This design comes from an exercise in tuning for a short achievable clock period and few clock cycles on the open sky130 flow, not from production work. Function was checked by simulation only, so behaviour that the tests miss may differ from the original. Power and IR drop assume default switching activity.

## run.sh

```bash
#!/bin/bash
# synth_recipe.tcl (not shown) runs the flow's synth.tcl, then flattens the netlist and writes it again
# the make line also repeats each setting of config.mk as NAME=value (left out here)
make -C /OpenROAD-flow-scripts/flow DESIGN_CONFIG=/design/flow/config.mk WORK_HOME=/design/flow/orfs CLKGATE_MAP_FILE= SYNTH_SCRIPT=/design/flow/synth_recipe.tcl finish
```

## constraint.sdc

```tcl
create_clock -name core_clock -period 12.0 [get_ports {clk}]
set_input_delay 2.4000 -clock core_clock [delete_from_list [all_inputs] [get_ports {clk}]]
set_output_delay 2.4000 -clock core_clock [all_outputs]
set_load 0.01 [all_outputs]
```

## config.mk

```make
export PLATFORM = sky130hd
export DESIGN_NAME = rv_core
export DESIGN_NICKNAME = rv_core
export VERILOG_FILES = /design/flow/design.v
export SDC_FILE = /design/flow/constraint.sdc
export NUM_CORES = 4
export LEC_CHECK = 0
export CAP_MARGIN = 35
export CELL_PAD_IN_SITES_DETAIL_PLACEMENT = 1
export CELL_PAD_IN_SITES_GLOBAL_PLACEMENT = 2
export CORE_MARGIN = 2
export CORE_UTILIZATION = 25
export PLACE_DENSITY = 0.35
export SLEW_MARGIN = 20
```

## design.v

```verilog
`default_nettype none
package rv_pkg;
  localparam int XLEN           = 64;    
  localparam int INSN_BITS      = 32;
  localparam int REG_COUNT      = 32;
  localparam int REG_IDX_BITS   = 5;
  localparam int IMEM_ADDR_BITS = 6;     
  localparam int DMEM_ADDR_BITS = 6;     
  localparam logic [XLEN-1:0] PC_STEP = 64'd4;   
  localparam logic [2:0] F3_ADD_SUB = 3'b000;    
  localparam logic [2:0] F3_AND     = 3'b111;
  localparam logic [2:0] F3_OR      = 3'b110;
  localparam logic [2:0] F3_DOUBLE  = 3'b011;    
  localparam logic [6:0] F7_BASE = 7'b0000000;
  localparam logic [6:0] F7_ALT  = 7'b0100000;   
  typedef enum logic [1:0] {
    PH_FETCH     = 2'd0,
    PH_DECODE    = 2'd1,
    PH_EXECUTE   = 2'd2,
    PH_WRITEBACK = 2'd3
  } phase_e;
  typedef enum logic [6:0] {
    OPC_RTYPE  = 7'b0110011,
    OPC_ITYPE  = 7'b0010011,
    OPC_LOAD   = 7'b0000011,
    OPC_STORE  = 7'b0100011,
    OPC_BRANCH = 7'b1100011
  } opcode_e;
  typedef enum logic [3:0] {
    OP_ADD  = 4'd0,
    OP_SUB  = 4'd1,
    OP_AND  = 4'd2,
    OP_OR   = 4'd3,
    OP_ADDI = 4'd4,
    OP_LD   = 4'd5,
    OP_SD   = 4'd6,
    OP_BEQ  = 4'd7,
    OP_NOP  = 4'd8
  } op_e;
  typedef struct packed {
    op_e                     op;
    logic [REG_IDX_BITS-1:0] rd;
    logic [REG_IDX_BITS-1:0] rs1;
    logic [REG_IDX_BITS-1:0] rs2;
    logic [XLEN-1:0]         imm;    
  } decode_t;
  typedef struct packed {
    logic [XLEN-1:0]         result;    
    logic [REG_IDX_BITS-1:0] rd;
    logic                    is_load;   
    logic                    rf_we;     
  } exec_t;
endpackage
`default_nettype wire
`timescale 1ns/1ps
`default_nettype none
module phase_sequencer (
  input  wire logic     clk,
  input  wire logic     reset,
  output rv_pkg::phase_e o_phase
);
  rv_pkg::phase_e phase_next;
  always_comb
  begin
    case (o_phase)
      rv_pkg::PH_FETCH:     phase_next = rv_pkg::PH_DECODE;
      rv_pkg::PH_DECODE:    phase_next = rv_pkg::PH_EXECUTE;
      rv_pkg::PH_EXECUTE:   phase_next = rv_pkg::PH_WRITEBACK;
      default:              phase_next = rv_pkg::PH_FETCH;   
    endcase
  end
  always_ff @(posedge clk or negedge reset)
  begin
    if (!reset)
    begin
      o_phase <= rv_pkg::PH_FETCH;
    end
    else
    begin
      o_phase <= phase_next;
    end
  end
endmodule
`default_nettype wire
`timescale 1ns/1ps
`default_nettype none
module fetch_stage (
  input  wire logic                                clk,
  input  wire logic                                reset,
  input  rv_pkg::phase_e                           i_phase,
  input  wire logic                                i_branch_taken,    
  input  wire logic [rv_pkg::XLEN-1:0]             i_branch_target,
  output logic [rv_pkg::XLEN-1:0]                  o_pc,
  output logic [rv_pkg::IMEM_ADDR_BITS-1:0]        o_imem_addr
);
  logic [rv_pkg::XLEN-1:0] pc_next;
  assign pc_next = i_branch_taken ? i_branch_target : (o_pc + rv_pkg::PC_STEP);
  always_ff @(posedge clk or negedge reset)
  begin
    if (!reset)
    begin
      o_pc <= '0;
    end
    else if (i_phase == rv_pkg::PH_WRITEBACK)
    begin
      o_pc <= pc_next;
    end
  end
  assign o_imem_addr = o_pc[rv_pkg::IMEM_ADDR_BITS+1:2];
endmodule
`default_nettype wire
`timescale 1ns/1ps
`default_nettype none
module decode_stage (
  input  wire logic                          clk,
  input  wire logic                          reset,
  input  rv_pkg::phase_e                     i_phase,
  input  wire logic [rv_pkg::INSN_BITS-1:0]  i_imem_rdata,
  output rv_pkg::decode_t                    o_dec
);
  localparam int EXT = rv_pkg::XLEN - 12;   
  logic [rv_pkg::INSN_BITS-1:0] ir;         
  logic [2:0]                   funct3;
  logic [6:0]                   funct7;
  logic [rv_pkg::XLEN-1:0]      imm_i;
  logic [rv_pkg::XLEN-1:0]      imm_s;
  logic [rv_pkg::XLEN-1:0]      imm_b;
  always_ff @(posedge clk or negedge reset)
  begin
    if (!reset)
    begin
      ir <= '0;   
    end
    else if (i_phase == rv_pkg::PH_DECODE)
    begin
      ir <= i_imem_rdata;
    end
  end
  assign funct3 = ir[14:12];
  assign funct7 = ir[31:25];
  assign imm_i = {{EXT{ir[31]}}, ir[31:20]};
  assign imm_s = {{EXT{ir[31]}}, ir[31:25], ir[11:7]};
  assign imm_b = {{(EXT-1){ir[31]}}, ir[31], ir[7], ir[30:25], ir[11:8], 1'b0};   
  always_comb
  begin
    o_dec     = '0;
    o_dec.op  = rv_pkg::OP_NOP;
    o_dec.rd  = ir[11:7];    
    o_dec.rs1 = ir[19:15];
    o_dec.rs2 = ir[24:20];
    case (ir[6:0])
      rv_pkg::OPC_RTYPE:
      begin
        if (funct3 == rv_pkg::F3_ADD_SUB && funct7 == rv_pkg::F7_BASE)
          o_dec.op = rv_pkg::OP_ADD;
        else if (funct3 == rv_pkg::F3_ADD_SUB && funct7 == rv_pkg::F7_ALT)
          o_dec.op = rv_pkg::OP_SUB;
        else if (funct3 == rv_pkg::F3_AND && funct7 == rv_pkg::F7_BASE)
          o_dec.op = rv_pkg::OP_AND;
        else if (funct3 == rv_pkg::F3_OR && funct7 == rv_pkg::F7_BASE)
          o_dec.op = rv_pkg::OP_OR;
      end
      rv_pkg::OPC_ITYPE:
      begin
        o_dec.imm = imm_i;
        if (funct3 == rv_pkg::F3_ADD_SUB)
          o_dec.op = rv_pkg::OP_ADDI;
      end
      rv_pkg::OPC_LOAD:
      begin
        o_dec.imm = imm_i;
        if (funct3 == rv_pkg::F3_DOUBLE)
          o_dec.op = rv_pkg::OP_LD;
      end
      rv_pkg::OPC_STORE:
      begin
        o_dec.imm = imm_s;
        if (funct3 == rv_pkg::F3_DOUBLE)
          o_dec.op = rv_pkg::OP_SD;
      end
      rv_pkg::OPC_BRANCH:
      begin
        o_dec.imm = imm_b;
        if (funct3 == rv_pkg::F3_ADD_SUB)
          o_dec.op = rv_pkg::OP_BEQ;   
      end
      default:
      begin
        o_dec.op = rv_pkg::OP_NOP;   
      end
    endcase
  end
endmodule
`default_nettype wire
`timescale 1ns/1ps
`default_nettype none
module register_file (
  input  wire logic                             clk,
  input  wire logic                             reset,
  input  wire logic [rv_pkg::REG_IDX_BITS-1:0]  i_rs1,
  input  wire logic [rv_pkg::REG_IDX_BITS-1:0]  i_rs2,
  input  wire logic [rv_pkg::REG_IDX_BITS-1:0]  i_rd,
  input  wire logic                             i_we,
  input  wire logic [rv_pkg::XLEN-1:0]          i_wdata,
  output logic [rv_pkg::XLEN-1:0]               o_rs1_data,
  output logic [rv_pkg::XLEN-1:0]               o_rs2_data
);
  logic [rv_pkg::XLEN-1:0] regs [rv_pkg::REG_COUNT];
  always_ff @(posedge clk or negedge reset)
  begin
    if (!reset)
    begin
      for (int i = 0; i < rv_pkg::REG_COUNT; i++)
      begin
        regs[i] <= '0;
      end
    end
    else if (i_we && (i_rd != '0))   
    begin
      regs[i_rd] <= i_wdata;
    end
  end
  assign o_rs1_data = (i_rs1 == '0) ? '0 : regs[i_rs1];
  assign o_rs2_data = (i_rs2 == '0) ? '0 : regs[i_rs2];
endmodule
`default_nettype wire
`timescale 1ns/1ps
`default_nettype none
module execute_stage (
  input  wire logic                               clk,
  input  wire logic                               reset,
  input  rv_pkg::phase_e                          i_phase,
  input  rv_pkg::decode_t                         i_dec,
  input  wire logic [rv_pkg::XLEN-1:0]            i_pc,
  input  wire logic [rv_pkg::XLEN-1:0]            i_rs1_data,
  input  wire logic [rv_pkg::XLEN-1:0]            i_rs2_data,
  output rv_pkg::exec_t                           o_exec,
  output logic                                    o_branch_taken,
  output logic [rv_pkg::XLEN-1:0]                 o_branch_target,
  output logic [rv_pkg::DMEM_ADDR_BITS-1:0]       o_dmem_addr,
  output logic                                    o_dmem_we,
  output logic [rv_pkg::XLEN-1:0]                 o_dmem_wdata
);
  logic                          use_imm;      
  logic                          writes_rd;
  logic                          beq_taken;
  logic [rv_pkg::XLEN-1:0]       operand_b;
  logic [rv_pkg::XLEN-1:0]       alu_result;
  logic [rv_pkg::XLEN-1:0]       result_q;
  logic [rv_pkg::REG_IDX_BITS-1:0] rd_q;
  logic                          load_q;
  logic                          rf_we_q;
  logic                          in_execute;
  assign in_execute = (i_phase == rv_pkg::PH_EXECUTE);
  assign use_imm    = (i_dec.op == rv_pkg::OP_ADDI) || (i_dec.op == rv_pkg::OP_LD) ||
                      (i_dec.op == rv_pkg::OP_SD);
  assign writes_rd  = (i_dec.op == rv_pkg::OP_ADD) || (i_dec.op == rv_pkg::OP_SUB) ||
                      (i_dec.op == rv_pkg::OP_AND) || (i_dec.op == rv_pkg::OP_OR) ||
                      (i_dec.op == rv_pkg::OP_ADDI) || (i_dec.op == rv_pkg::OP_LD);
  assign operand_b  = use_imm ? i_dec.imm : i_rs2_data;
  always_comb
  begin
    case (i_dec.op)
      rv_pkg::OP_SUB: alu_result = i_rs1_data - operand_b;
      rv_pkg::OP_AND: alu_result = i_rs1_data & operand_b;
      rv_pkg::OP_OR:  alu_result = i_rs1_data | operand_b;
      default:        alu_result = i_rs1_data + operand_b;
    endcase
  end
  assign beq_taken = (i_dec.op == rv_pkg::OP_BEQ) && (i_rs1_data == i_rs2_data);
  assign o_dmem_addr  = alu_result[rv_pkg::DMEM_ADDR_BITS+2:3];   
  assign o_dmem_wdata = i_rs2_data;
  assign o_dmem_we    = in_execute && (i_dec.op == rv_pkg::OP_SD);
  always_ff @(posedge clk or negedge reset)
  begin
    if (!reset)
    begin
      result_q        <= '0;
      rd_q            <= '0;
      load_q          <= 1'b0;
      rf_we_q         <= 1'b0;
      o_branch_taken  <= 1'b0;
      o_branch_target <= '0;
    end
    else if (in_execute)
    begin
      result_q        <= alu_result;
      rd_q            <= i_dec.rd;
      load_q          <= (i_dec.op == rv_pkg::OP_LD);
      rf_we_q         <= writes_rd;
      o_branch_taken  <= beq_taken;
      o_branch_target <= i_pc + i_dec.imm;   
    end
  end
  assign o_exec.result  = result_q;
  assign o_exec.rd      = rd_q;
  assign o_exec.is_load = load_q;
  assign o_exec.rf_we   = rf_we_q;
endmodule
`default_nettype wire
`timescale 1ns/1ps
`default_nettype none
module writeback_stage (
  input  rv_pkg::phase_e                        i_phase,
  input  rv_pkg::exec_t                         i_exec,
  input  wire logic [rv_pkg::XLEN-1:0]          i_dmem_rdata,    
  output logic [rv_pkg::REG_IDX_BITS-1:0]       o_rd,
  output logic                                  o_rf_we,
  output logic [rv_pkg::XLEN-1:0]               o_rf_wdata
);
  assign o_rd = i_exec.rd;
  assign o_rf_we = (i_phase == rv_pkg::PH_WRITEBACK) && i_exec.rf_we;
  assign o_rf_wdata = i_exec.is_load ? i_dmem_rdata : i_exec.result;
endmodule
`default_nettype wire
`timescale 1ns/1ps
`default_nettype none
module rv_core (
  input  wire logic                               clk,
  input  wire logic                               reset,
  output logic [rv_pkg::IMEM_ADDR_BITS-1:0]       o_imem_addr,
  input  wire logic [rv_pkg::INSN_BITS-1:0]       i_imem_rdata,
  output logic [rv_pkg::DMEM_ADDR_BITS-1:0]       o_dmem_addr,
  output logic                                    o_dmem_we,
  output logic [rv_pkg::XLEN-1:0]                 o_dmem_wdata,
  input  wire logic [rv_pkg::XLEN-1:0]            i_dmem_rdata
);
  rv_pkg::phase_e                  phase;
  rv_pkg::decode_t                 dec;
  rv_pkg::exec_t                   exec;
  logic [rv_pkg::XLEN-1:0]         pc;
  logic [rv_pkg::XLEN-1:0]         rs1_data;
  logic [rv_pkg::XLEN-1:0]         rs2_data;
  logic                            branch_taken;
  logic [rv_pkg::XLEN-1:0]         branch_target;
  logic [rv_pkg::REG_IDX_BITS-1:0] wb_rd;
  logic                            wb_we;
  logic [rv_pkg::XLEN-1:0]         wb_wdata;
  phase_sequencer u_seq (
    .clk     (clk),
    .reset   (reset),
    .o_phase (phase)
  );
  fetch_stage u_fetch (
    .clk             (clk),
    .reset           (reset),
    .i_phase         (phase),
    .i_branch_taken  (branch_taken),
    .i_branch_target (branch_target),
    .o_pc            (pc),
    .o_imem_addr     (o_imem_addr)
  );
  decode_stage u_decode (
    .clk          (clk),
    .reset        (reset),
    .i_phase      (phase),
    .i_imem_rdata (i_imem_rdata),
    .o_dec        (dec)
  );
  register_file u_rf (
    .clk        (clk),
    .reset      (reset),
    .i_rs1      (dec.rs1),
    .i_rs2      (dec.rs2),
    .i_rd       (wb_rd),
    .i_we       (wb_we),
    .i_wdata    (wb_wdata),
    .o_rs1_data (rs1_data),
    .o_rs2_data (rs2_data)
  );
  execute_stage u_exec (
    .clk             (clk),
    .reset           (reset),
    .i_phase         (phase),
    .i_dec           (dec),
    .i_pc            (pc),
    .i_rs1_data      (rs1_data),
    .i_rs2_data      (rs2_data),
    .o_exec          (exec),
    .o_branch_taken  (branch_taken),
    .o_branch_target (branch_target),
    .o_dmem_addr     (o_dmem_addr),
    .o_dmem_we       (o_dmem_we),
    .o_dmem_wdata    (o_dmem_wdata)
  );
  writeback_stage u_wb (
    .i_phase      (phase),
    .i_exec       (exec),
    .i_dmem_rdata (i_dmem_rdata),
    .o_rd         (wb_rd),
    .o_rf_we      (wb_we),
    .o_rf_wdata   (wb_wdata)
  );
endmodule
`default_nettype wire
```

==> flow_metrics.py <==
metrics = {
    "run_status": {
        "status": "timing/DRC/antenna clean",
    },
    "critical_path": {
        "cp_data_arrival_time_ns": 8.05,
        "crit_type": "reg2out",
        "crit_buf_inv": 3,
        "endpoint_kind": "output pin",
        "cpMostUsedCell": "a21oi_1",
        "critical_path.max_stage_delay_ns": 0.88,
        "cp.required_ns": 9.60,
        "cpMaxStageDelayCell": "dfrtp_4",
        "path_max_fanout": 39,
        "path_cells": "buf_4 > or3b_2 > nor2_4 > a221oi_1 > nand4_1 > a2bb2oi_1 > mux2i_1 > ha_1 > inv_1 > a311oi_2 > a21oi_1 > xor2_1 > ha_1 > o211ai_1 > a21oi_1 > o21ai_0 > nand2b_1 > a21oi_1 > xor2_1 > o21ai_0 > clkdlybuf4s50_1",
        "cp-start-kind": "flip-flop",
        "critPathTopFamily": "compound AO/OA/AOI/OAI gates",
    },
    "floorplanning": {
        "ios": 175,
        "placementRows": 242,
        "initial_core_util_pct": 25.15,
        "die_area_um2": 443000,
        "die_h_um": 665.6,
        "core_area_um2": 435100,
        "die_w_um": 665.6,
    },
    "sta": {
        "setup_viol": 0,
        "grt_setup_unrepaired": "no",
        "hold_viol": 0,
        "fmax_mhz": 95.72,
        "tightest_slew_ns": 1.297,
        "max_slew_margin_pct": 13.53,
        "tns_ns": 0,
        "final.period_utilization_pct": 87.06,
        "slew_viol_final": 0,
        "skew_ns": 0.04902,
        "fin_crit_ns": 10.45,
        "hold_ws_ns": 0.5056,
        "fin_ws_ns": 1.553,
    },
    "logic_synthesis": {
        "synth_top_area_cell": "dfrtp_1",
        "async_flop_share_pct": 100.0,
        "syn_inst": 12590,
        "yosysMostFrequentCell": "dfrtp_1",
        "synth_seq_cells": 2106,
        "ys_warn_count": 6,
        "synth_area_leaders": "dfrtp_1 48%, a21oi_1 7.8%, a22oi_1 7.4%",
        "syn_nets": 12770,
        "avgSynthCellArea_um2": 8.690,
        "synth_ff_type": "dfrtp_1",
        "synth_enable_flop_cells": 0,
        "seq_area_frac_synth_pct": 48.17,
        "syn_area_um2": 109400,
        "yosysUniqueCellTypes": 95,
        "synth_top_area_share_pct": 48.17,
        "synth_common_cells": "2,106 x dfrtp_1, 1,711 x a21oi_1, 1,573 x nor2_1",
    },
    "routing": {
        "vias": 115300,
        "drt_first_pass_iters": 8,
        "final_antenna_net_count": 0,
        "wirelength_um": 872300,
        "drt_iter0_markers": 15210,
        "wl_per_cell_um": 47.48,
        "via_per_inst": 6.277,
        "drc": 0,
    },
    "power": {
        "cellLeakagePower_nw": 52.28,
        "power.total_mw": 22.42,
        "pwr_density_cell_nw_per_um2": 171.0,
        "vdd_drop_max_uv": 149.6,
    },
    "global_route": {
        "grt_usage_pct": 38.34,
        "grt_pass1_vias": 112400,
        "antenna_found_initial": 100,
        "grt-ovfl-total": 0,
        "grt_max_degree": 148,
        "grt_pass1_wl_um": 1145000,
    },
    "job": {
        "drv_cap": 0,
    },
    "cells_and_area": {
        "drive_gt1_share_pct": 11.00,
        "final_nets": 12540,
        "stdcell_count": 18370,
        "syn_to_final_growth_pct": 19.80,
    },
    "clocking": {
        "clkLatencyLatePin_ns": 0.98,
        "cts_resized": 0,
        "cts_root_buffer": "clkbuf_16",
        "clock-sinks": 2106,
        "ctsHoldBuffers": 0,
        "cts-htree-levels": 5,
        "cts_setup_buffers": 0,
        "clk_pin_slew_ns": 0.06,
        "cts_tree": "yes",
        "cts_buffers": 287,
        "cts.path.max_buffers": 4,
    },
    "placement": {
        "dp.cells": 17790,
        "gp_congestion": 0.9046,
        "hpwl_um": 550200,
        "io_buffer_count": 174,
        "place_ws_ns": 2.145,
    },
    "min_path": {
        "hp-class": "reg2reg",
    },
}
[power by group]
part | leakage [nW] | switching [mW] | total, mW | internal, mW
Clock | 4.74 | 3.76 | 9.18 | 5.42
Sequential | 18.8 | 0.236 | 7.48 | 7.24
Combinational | 28.7 | 4.27 | 5.76 | 1.49
Total | 52.3 | 8.27 | 22.4 | 14.1
[logic make-up (layout without fill, tap and decap cells)]
logic type / count (synthesis) / in the layout / synth area share, %
AOI/OAI and AO/OA: 4263 / 4263 / 24.15
xor gates and xnor gates: 182 / 182 / 1.457
adders and majority gates: 133 / 133 / 1.413
buffers and inverters: 1345 / 1332 / 4.782
DFF: 2106 / 2106 / 48.17
muxes: 131 / 131 / 1.259
other: 0 / 59 / 0
and+or+nand+nor: 4430 / 4430 / 18.78
[state kept, by name, indices dropped and copies added, names as in the netlist]
register and flops:
u_rf.regs 1984, u_exec.result_q 64, u_decode.ir 32, u_exec.o_branch_target 8
u_fetch.o_pc 8, u_exec.rd_q 5, u_seq.o_phase 2, u_exec.load_q 1
u_exec.o_branch_taken 1, u_exec.rf_we_q 1
[routing by layer]
metal	wire [µm]	vias to the layer above	part of all wire (%)	global-route usage [%]
met2	370900	6604	43	57.02
met1	384100	61700	44	53.56
met4	41960	26	4.8	16.17
met5	175	-	0.020	0
met3	75110	1617	8.6	8.138
li1	-	45350	-	-
[layout make-up]
class / instances / area (µm²)
well taps: 5734 / 7174
repair buffers: 760 / 7814
clock inverters: 84 / 1130
multi-input cells: 9139 / 53350
flip-flops and latches: 2106 / 52720
inverters: 68 / 255.2
clock buffers: 420 / 8471
fillers: 49290 / 304000
diodes: 59 / 147.6
[cell usage in the layout (no fill, tap or decap), drive strengths merged, types with 25 or more instances in the layout]
cell type / netlist / final
nand4: 314 / 314
diode: 0 / 59
clkdlybuf4s50: 0 / 173
maj3: 53 / 53
clkinv: 0 / 41
xnor2: 127 / 127
bufinv: 0 / 25
xor2: 55 / 55
nand2b: 28 / 28
ha: 78 / 78
mux2i: 78 / 78
inv: 68 / 81
o21ai: 822 / 822
nand3b: 27 / 27
nand2: 1140 / 1140
a221oi: 84 / 84
nand3: 418 / 418
nor3: 120 / 120
a222oi: 68 / 68
a31oi: 29 / 29
mux2: 53 / 53
a22oi: 1082 / 1082
clkbuf: 1086 / 420
a22o: 39 / 39
a21oi: 1711 / 1711
dfrtp: 2106 / 2106
a2111oi: 157 / 157
nor4: 78 / 78
a2bb2oi: 25 / 25
buf: 191 / 586
a21o: 68 / 68
nor2: 1574 / 1574
and3: 593 / 593
[per-stage QoR]
stage / util [%] / area (µm²)
finish: 30.12 / 131100
global route: 30.09 / 130900
CTS: 30.03 / 130700
detailed placement: 27.83 / 121100
global placement: 27.51 / 119700
floorplan: - / 109400
[worst paths after layout]
kind / endpoint / startpoint / depth (start not counted) / slack, ns
setup / recovery: o_dmem_addr[4] / u_decode.ir[22]$_DFFE_PN0N_ / 21 / 1.55
hold / removal: u_rf.regs[17][35]$_DFFE_PN0P_ / u_rf.regs[17][35]$_DFFE_PN0P_ / 2 / 0.51
setup reg to reg: u_exec.result_q[56]$_DFFE_PN0N_ / u_decode.ir[22]$_DFFE_PN0N_ / 27 / 1.99
hold reg to reg: u_rf.regs[17][35]$_DFFE_PN0P_ / u_rf.regs[17][35]$_DFFE_PN0P_ / 2 / 0.51
max in group asynchronous: u_rf.regs[29][24]$_DFFE_PN0P_ / reset / 4 / 8.03
min in group asynchronous: u_rf.regs[19][11]$_DFFE_PN0P_ / reset / 1 / 1.31
[worst register-to-register path, cell delays in order (launching register included)]
cell and delay (ns):
dfrtp_4 0.88, buf_4 0.53, nand3b_1 0.54, nor2_4 0.68, buf_4 0.64, a22oi_1 0.24, nand4_1 0.20, nor3_1 0.10
a21oi_2 0.84, a21oi_1 0.45, nand3_1 0.33, o21ai_0 0.19, inv_1 0.17, o22ai_1 0.11, ha_1 0.42, and4_1 0.19
a211oi_1 0.40, o21ai_0 0.13, a21oi_1 0.26, a31oi_1 0.20, a211o_1 0.39, a41oi_1 0.50, a2bb2oi_1 0.45, inv_1 0.16
a21oi_1 0.42, o21ai_0 0.20, xnor2_1 0.16, o21ai_0 0.09
Testbench counts, summed over its fixed seeds: cycles 181,636.

port drivers added, routing unchanged:
How much do the figures lean on ideal ports? The routed layout below was timed once more, with nothing changed but the port constraints. Step 1: set_driving_cell puts a clkbuf_16 on clk and a buf_2 on each other input, an assumption about the parent block. Step 2 adds t to the input delays and takes it off the output delays; t is the mean of the earliest and latest rising clock arrival at the registers after step 1. Input paths then give back, and output paths get back, about the clock's delay inside the block. Three values: ideal ports, drivers, drivers and shift; two values: the first two.
t (ns): 1.069
setup WS [ns]: 1.553 / 1.437 / 1.994
hold WS [ns]: 0.506 / 0.506 / 0.506
worst register clock-pin slew, ns: 0.07 / 0.07
cell pins on the clock port's net: 1
After both steps this run still meets setup and hold. The setup slack of this run moves by -0.116 ns with the drivers and by +0.441 ns with both steps.
